What follows belongs to an exercise in optimizing a design on an open flow for small area, a short achievable clock period and few clock cycles; a production flow would make more cautious choices.
RTL that was checked went through simulation tests only; none was proved equivalent to the original.
Power figures rest on the tool's default switching activity, not on a simulated workload.

## main
## accq_top
module accq_top (
  input  logic        clk_i,
  input  logic        rst_ni,
  input  logic        cmd_valid_i,
  input  logic [9:0]  cmd_i,
  output logic        cmd_ready_o,
  input  logic        psum_valid_i,
  input  logic [31:0] psum_i,
  output logic        psum_ready_o,
  input  logic        norm_valid_i,
  input  logic [12:0] norm_i,
  output logic        norm_ready_o,
  output logic        out_valid_o,
  output logic [63:0] out_o,
  input  logic        out_ready_i,
  output logic        busy_o
);
Size in the first run: roughly 2800 cells after synthesis, roughly 500 flip-flops, about 130 I/O pins, about 0.025 mm² of cells after synthesis.
Settings: LEC_CHECK=0, ABC_AREA=1, CAP_MARGIN=20, CORE_MARGIN=2, CORE_UTILIZATION=60, SLEW_MARGIN=20; clock period 10.0 ns.
run.sh (not shown) runs the stock make flow with config.mk's settings and CLKGATE_MAP_FILE= SYNTH_SCRIPT=/design/flow/synth_recipe.tcl, a recipe that flattens the netlist after the stock synthesis.
main: no failed stages, no open violations at the end
### main -> the feature branch
diff --git a/flow/design.v b/flow/design.v
--- a/flow/design.v
+++ b/flow/design.v
@@ -592,21 +592,21 @@
   end
   assign hbyte = head_clr_q ? 8'd0 : ring[0][7:0];
   always_ff @(posedge clk_i) begin
     for (int m = 0; m < 4; m++) ring[m] <= ring[m+1];
     ring[4] <= sc_v ? {{24{q[7]}}, q} : ring[5];
     ring[5] <= sb_v ? pb[31:0] : ring[6];
     ring[6] <= sa_v ? tree_s[31:0] : ring[7];
-    ring[7] <= add_fire_q ? sum : ring[0];
+    ring[7] <= sum;   
     sa_hi_q <= tree_s[39:32];
     ca_q    <= tree_c;
     p_hi_q  <= pb[39:32];
     kb_q    <= ka_q;
     kc_q    <= kb_q;
-    psum_q  <= psum_i;
+    psum_q  <= psum_hs ? psum_i : 32'd0;
     ka_q    <= norm_i[4:0];
     if (sc_v || cap) out_sh <= {(sc_v ? q : hbyte), out_sh[63:8]};
   end
   logic        psum_hs, norm_hs, cmd_hs;
   logic [7:0]  rem_n;
   logic [2:0]  ptr_n, nq_idx_n, hp_n;
   logic        nq_act_n, add_after_nq_n, nq_since_add_n, so_after_n, clear_after_n, tail_eng_n;
### Flow results
Between the feature branch and main, the difference in cell count is negligible. Total area of multi-input combinational cells went down slightly going from main to the feature branch. ~same register-to-register slack in the feature branch and main. [the feature branch] first-pass GRT wire length fell 0.99% relative to main. Est. power | the feature branch vs main | the feature branch lower. For the clock network power share, the feature branch came in 4.3 points higher than main did. The feature branch gives less via density per instance than main did. For total nets after synthesis, main and the feature branch come out practically identical. Higher share of the clock period used by the worst path after layout goes to the feature branch over main. Per the comparison of the feature branch with main, synthesized area has decreased, peak ir drop on the vdd network has decreased.
Testbench counts of the feature branch, summed over its fixed seeds: cycles 13,168.
No functional check of the RTL was part of main.


Another version of the RTL of accq_top (not shown whole).
Size in the first run: about 2600 cells after synthesis, about 0.024 mm^2 of cells after synthesis.
Settings: LEC_CHECK=0, ABC_AREA=1, CAP_MARGIN=20, CORE_MARGIN=2, CORE_UTILIZATION=60, SLEW_MARGIN=20; clock period 10.0 ns.
standard.sh (not shown) runs the stock make flow with config.mk's settings and CLKGATE_MAP_FILE= SYNTH_SCRIPT=/design/flow/synth_recipe.tcl, a recipe that flattens the netlist after the stock synthesis.
==> flow/flow/run.sh <==
#!/bin/bash
# Own flow: the standard layout (standard.sh, standard synthesis unchanged) with
#  - port buffers of buf_2 instead of the default delay buffer,
#  - a clock tree without dummy loads, built from clkbuf_8,
#  - a tighter setup repair target.
# make's own output goes to standard_flow.log; ORFS keeps each step's log under orfs/logs.
set -euo pipefail
bash standard.sh \
  "BUFFER_PORTS_ARGS=-buffer_cell sky130_fd_sc_hd__buf_2" \
  "CTS_ARGS=-sink_clustering_enable -repair_clock_nets -dont_use_dummy_load -buf_list sky130_fd_sc_hd__clkbuf_8 -sink_clustering_size 16 -sink_clustering_max_diameter 60" \
  "SETUP_SLACK_MARGIN=6.6" \
  finish > standard_flow.log 2>&1
Testbench counts at the start, summed over its fixed seeds: cycles 13,168.
Change:
--- a/flow/design.v
+++ b/flow/design.v
@@ -670,78 +670,63 @@
   logic        psum_ready_q, norm_ready_q;
   logic        add_fire_q;
   logic [31:0] psum_q;
   logic        head_clr_q;
   logic        sa_v, sb_v, sc_v;
   logic        sb_last_so, sc_last_so;
   logic [3:0]  b_one_q, b_two_q, b_neg_q;   
   logic        b_s7_q;
-  logic [4:0]  ka_q, kb_q;
-  logic [2:0]  kc_q;
+  logic [4:0]  ka_q, kb_q, kc_q;
   logic [7:0]  sa_hi_q;
   logic [39:0] ca_q;
+  logic [7:0]  p_hi_q;
   logic [31:0] head, sum;
   logic [39:0] tree_s, tree_c;
   logic [39:0] pb;
+  logic [39:0] pc;
   logic [7:0]  q;
   logic [7:0]  hbyte;
   logic        cap;
   assign head = head_clr_q ? 32'd0 : ring[0];
   accq_add32 u_add32 (.a(head), .b(psum_q), .y(sum));
   accq_nq_tree u_tree (.a(ring[7]), .one(b_one_q), .two(b_two_q), .neg(b_neg_q), .s7(b_s7_q),
                        .sum_o(tree_s), .carry_o(tree_c));
   accq_add40 u_add40 (.a({sa_hi_q, ring[6]}), .b(ca_q), .y(pb));
-  logic [1:0]  cs;
-  logic [15:0] qb;
-  logic [39:0] neb;
-  logic        hi_ok;
-  always_comb begin
-    cs = kb_q[4:3];
-    case (cs)
-      2'd0:    qb = pb[15:0];
-      2'd1:    qb = pb[23:8];
-      2'd2:    qb = pb[31:16];
-      default: qb = pb[39:24];
-    endcase
-    neb   = pb ^ {40{pb[39]}};
-    hi_ok = (cs == 2'd3) ||
-            ((neb[38:32] == 7'd0) && ((cs == 2'd2) ||
-             ((neb[31:24] == 8'd0) && ((cs == 2'd1) || (neb[23:16] == 8'd0)))));
-  end
-  logic [15:0] qc;
-  logic        sgn_c, hi_ok_c;
-  logic [11:0] x3;
-  logic [9:0]  x4;
+  assign pc = {p_hi_q, ring[5]};
+  logic [22:0] x1;
+  logic [14:0] x2;
+  logic [10:0] x3;
+  logic [8:0]  x4;
   logic [7:0]  win;
-  logic [8:0]  ne, ge;
+  logic [31:0] ne, ge;
   logic        ovf;
   always_comb begin
-    qc      = ring[5][15:0];
-    sgn_c   = ring[5][16];
-    hi_ok_c = ring[5][17];
-    x3  = kc_q[2] ? qc[15:4] : qc[11:0];
-    x4  = kc_q[1] ? x3[11:2] : x3[9:0];
-    win = kc_q[0] ? x4[8:1]  : x4[7:0];
-    ne  = qc[15:7] ^ {9{sgn_c}};
-    for (int j = 0; j < 9; j++) ge[j] = (4'(j) >= {1'b0, kc_q});
-    ovf = !hi_ok_c || |(ne & ge);
-    q   = ovf ? (sgn_c ? 8'h80 : 8'h7f) : win;
+    x1  = kc_q[4] ? pc[38:16] : pc[22:0];
+    x2  = kc_q[3] ? x1[22:8]  : x1[14:0];
+    x3  = kc_q[2] ? x2[14:4]  : x2[10:0];
+    x4  = kc_q[1] ? x3[10:2]  : x3[8:0];
+    win = kc_q[0] ? x4[8:1]   : x4[7:0];
+    ne  = pc[38:7] ^ {32{pc[39]}};
+    for (int j = 0; j < 32; j++) ge[j] = (5'(j) >= kc_q);
+    ovf = |(ne & ge);
+    q   = ovf ? (pc[39] ? 8'h80 : 8'h7f) : win;
   end
   assign hbyte = head_clr_q ? 8'd0 : ring[0][7:0];
   always_ff @(posedge clk_i) begin
     for (int m = 0; m < 4; m++) ring[m] <= ring[m+1];
     ring[4] <= sc_v ? {{24{q[7]}}, q} : ring[5];
-    ring[5] <= {ring[6][31:18], sb_v ? {hi_ok, pb[39], qb} : ring[6][17:0]};
+    ring[5] <= sb_v ? pb[31:0] : ring[6];
     ring[6] <= sa_v ? tree_s[31:0] : ring[7];
     ring[7] <= sum;   
     sa_hi_q <= tree_s[39:32];
     ca_q    <= tree_c;
+    p_hi_q  <= pb[39:32];
     kb_q    <= ka_q;
-    kc_q    <= kb_q[2:0];
+    kc_q    <= kb_q;
     psum_q  <= psum_hs ? psum_i : 32'd0;
     ka_q    <= norm_i[4:0];
     if (sc_v || cap) out_sh <= {(sc_v ? q : hbyte), out_sh[63:8]};
   end
   logic        psum_hs, norm_hs, cmd_hs;
   logic [7:0]  rem_n;
   logic [2:0]  ptr_n, nq_idx_n, hp_n;
   logic        nq_act_n, add_after_nq_n, nq_since_add_n, so_after_n, clear_after_n, tail_eng_n;
- The changed run went through all stages and came out clean
- die area goes up by 3.6%
- register-to-register slack is about the same
- design area goes up by 3.0%
- total power came out lower by 28%
- hold slack degrades by 0.021 ns
- via count goes up by 6.1%
- synthesized area rises by 3.6%
- setup slack degrades by 0.0097 ns
- count of clock-buffer cells in the layout increases by 2
- global-route usage came out higher by 0.30 points
The RTL of the second run of this note was laid out without a check of its function.


Setup of P:
accq_top, a different RTL version from the one above (not shown whole).
Size in the first run: about 470 flip-flops, roughly 130 I/O pins.
clock: 10.0 ns
lec_check: 0
abc_area: 1
cap_margin: 20
core_margin: 2
core_utilization: 60
slew_margin: 20
Scripts as last shown in full above: flow/flow/run.sh
Relative to P, the following input files were edited for Q:
--- a/flow/design.v
+++ b/flow/design.v
@@ -631,38 +631,38 @@
   logic       e_prdy   [4];
   logic       e_rz     [4];
   logic       e_r1     [4];
   logic       e_rlt8   [4];
   logic       e_rlt9   [4];
   logic [2:0] e_pr     [4];
   logic [2:0] e_nr     [4];
   logic [7:0] rem_dec;
   logic       rz_q, r1_q, rlt8_q, rlt9_q;
   assign rem_dec = rem - 8'd1;
   logic       e_nrdy   [4];
-  if (1) begin : g_eng1
+  for (genvar g = 0; g < 4; g++) begin : g_eng
     accq_eng u_eng (
-      .ph_i(psum_hs), .nh_i(norm_hs),
+      .ph_i(g[1]), .nh_i(g[0]),
       .rem_i(rem), .rem_dec_i(rem_dec), .rz_i(rz_q), .r1_i(r1_q), .rlt8_i(rlt8_q), .rlt9_i(rlt9_q),
       .ptr_i(ptr), .nq_idx_i(nq_idx), .nq_act_i(nq_act),
       .add_after_nq_i(add_after_nq), .nq_since_add_i(nq_since_add),
       .q0_v_i(q0_v), .q0_op_i(q0_op), .q0_len_i(q0_len), .so_busy_i(so_busy),
       .pipe_busy_i(pipe_busy), .out_valid_i(out_valid_q), .hp_i(hp), .pr_i(pr_q), .nr_i(nr_q),
-      .rem_o(e_rem[0]), .rz_o(e_rz[0]), .r1_o(e_r1[0]), .rlt8_o(e_rlt8[0]), .rlt9_o(e_rlt9[0]),
-      .ptr_o(e_ptr[0]), .pr_o(e_pr[0]), .nq_idx_o(e_nq_idx[0]), .nr_o(e_nr[0]), .nq_act_o(e_nq_act[0]),
-      .aan_o(e_aan[0]), .disp_acc_o(e_disp[0]), .psum_rdy_o(e_prdy[0]), .norm_rdy_o(e_nrdy[0])
+      .rem_o(e_rem[g]), .rz_o(e_rz[g]), .r1_o(e_r1[g]), .rlt8_o(e_rlt8[g]), .rlt9_o(e_rlt9[g]),
+      .ptr_o(e_ptr[g]), .pr_o(e_pr[g]), .nq_idx_o(e_nq_idx[g]), .nr_o(e_nr[g]), .nq_act_o(e_nq_act[g]),
+      .aan_o(e_aan[g]), .disp_acc_o(e_disp[g]), .psum_rdy_o(e_prdy[g]), .norm_rdy_o(e_nrdy[g])
     );
   end
   logic [1:0] hsel;
   logic       psum_ready_n, norm_ready_n;
-  assign hsel         = 2'd0;
+  assign hsel         = {psum_hs, norm_hs};
   assign psum_ready_n = e_prdy[hsel];
   assign norm_ready_n = e_nrdy[hsel];
   always_comb begin
     rem_n          = e_rem[hsel];
     ptr_n          = e_ptr[hsel];
     nq_idx_n       = e_nq_idx[hsel];
     nq_act_n       = e_nq_act[hsel];
     add_after_nq_n = e_aan[hsel];
     nq_since_add_n = nq_since_add;
     so_after_n     = so_after;
     clear_after_n  = clear_after;
Notes after the runs:
- [Q vs P] net count after synthesis: higher in Q
- Q: PASS, flow complete, no timing, DRC or antenna violations
- Status: multiplexer area fraction after synthesis parity (P, Q)
- Going from P to Q, the die area was enlarged.
- Compared with P, Q shows a lower post-cts sizing count.
- Compared with P, in Q flip-flop and latch count was more or less identical, worst-case clock skew saw a decrease.
Testbench counts of Q, summed over its fixed seeds: cycles 13,176.
Only the layout flow was run in P; the RTL was not checked for function there.

what the ideal ports hide:
The flow's constraints put no driver on any port. The routed layouts listed below were extracted and timed again, unchanged, in two steps. Step 1 assumes that a clkbuf_16 drives the clock port and a buf_2 every other input. Step 2 adds t to the input delays and takes it off the output delays; t is the mean of the earliest and latest rising clock arrival at the registers after step 1. Input paths then give back, and output paths get back, about the clock's delay inside the block. Slacks: no drivers / after step 1 / after step 2; pairs: no drivers / after step 1.
| run | t, ns | setup WS [ns] | latest minus earliest clock arrival (ns) | worst register clock-pin slew, ns | worst data-port slew with drivers (ns) |
|---|---|---|---|---|---|
| main | 0.659 | 5.948 / 5.984 / 5.325 | 0.029 / 0.029 | 0.07 / 0.07 | 0.06 |
| the feature branch | 0.657 | 5.587 / 5.615 / 4.958 | 0.016 / 0.015 | 0.07 / 0.07 | 0.06 |
| the first run of note 2 | 0.657 | 6.704 / 6.704 / 6.301 | 0.069 / 0.069 | 0.10 / 0.10 | 0.05 |
| the second run of note 2 | 0.657 | 6.694 / 6.694 / 6.202 | 0.041 / 0.042 | 0.10 / 0.10 | 0.04 |
| P | 0.660 | 6.604 / 6.591 / 5.936 | 0.086 / 0.085 | 0.11 / 0.11 | 0.06 |
| Q | 0.679 | 6.672 / 6.614 / 6.091 | 0.066 / 0.066 | 0.10 / 0.10 | 0.07 |
After both steps every run listed still meets setup and hold. The setup slack of P, which loses most, moves by -0.013 ns with the drivers and by -0.668 ns with both steps.
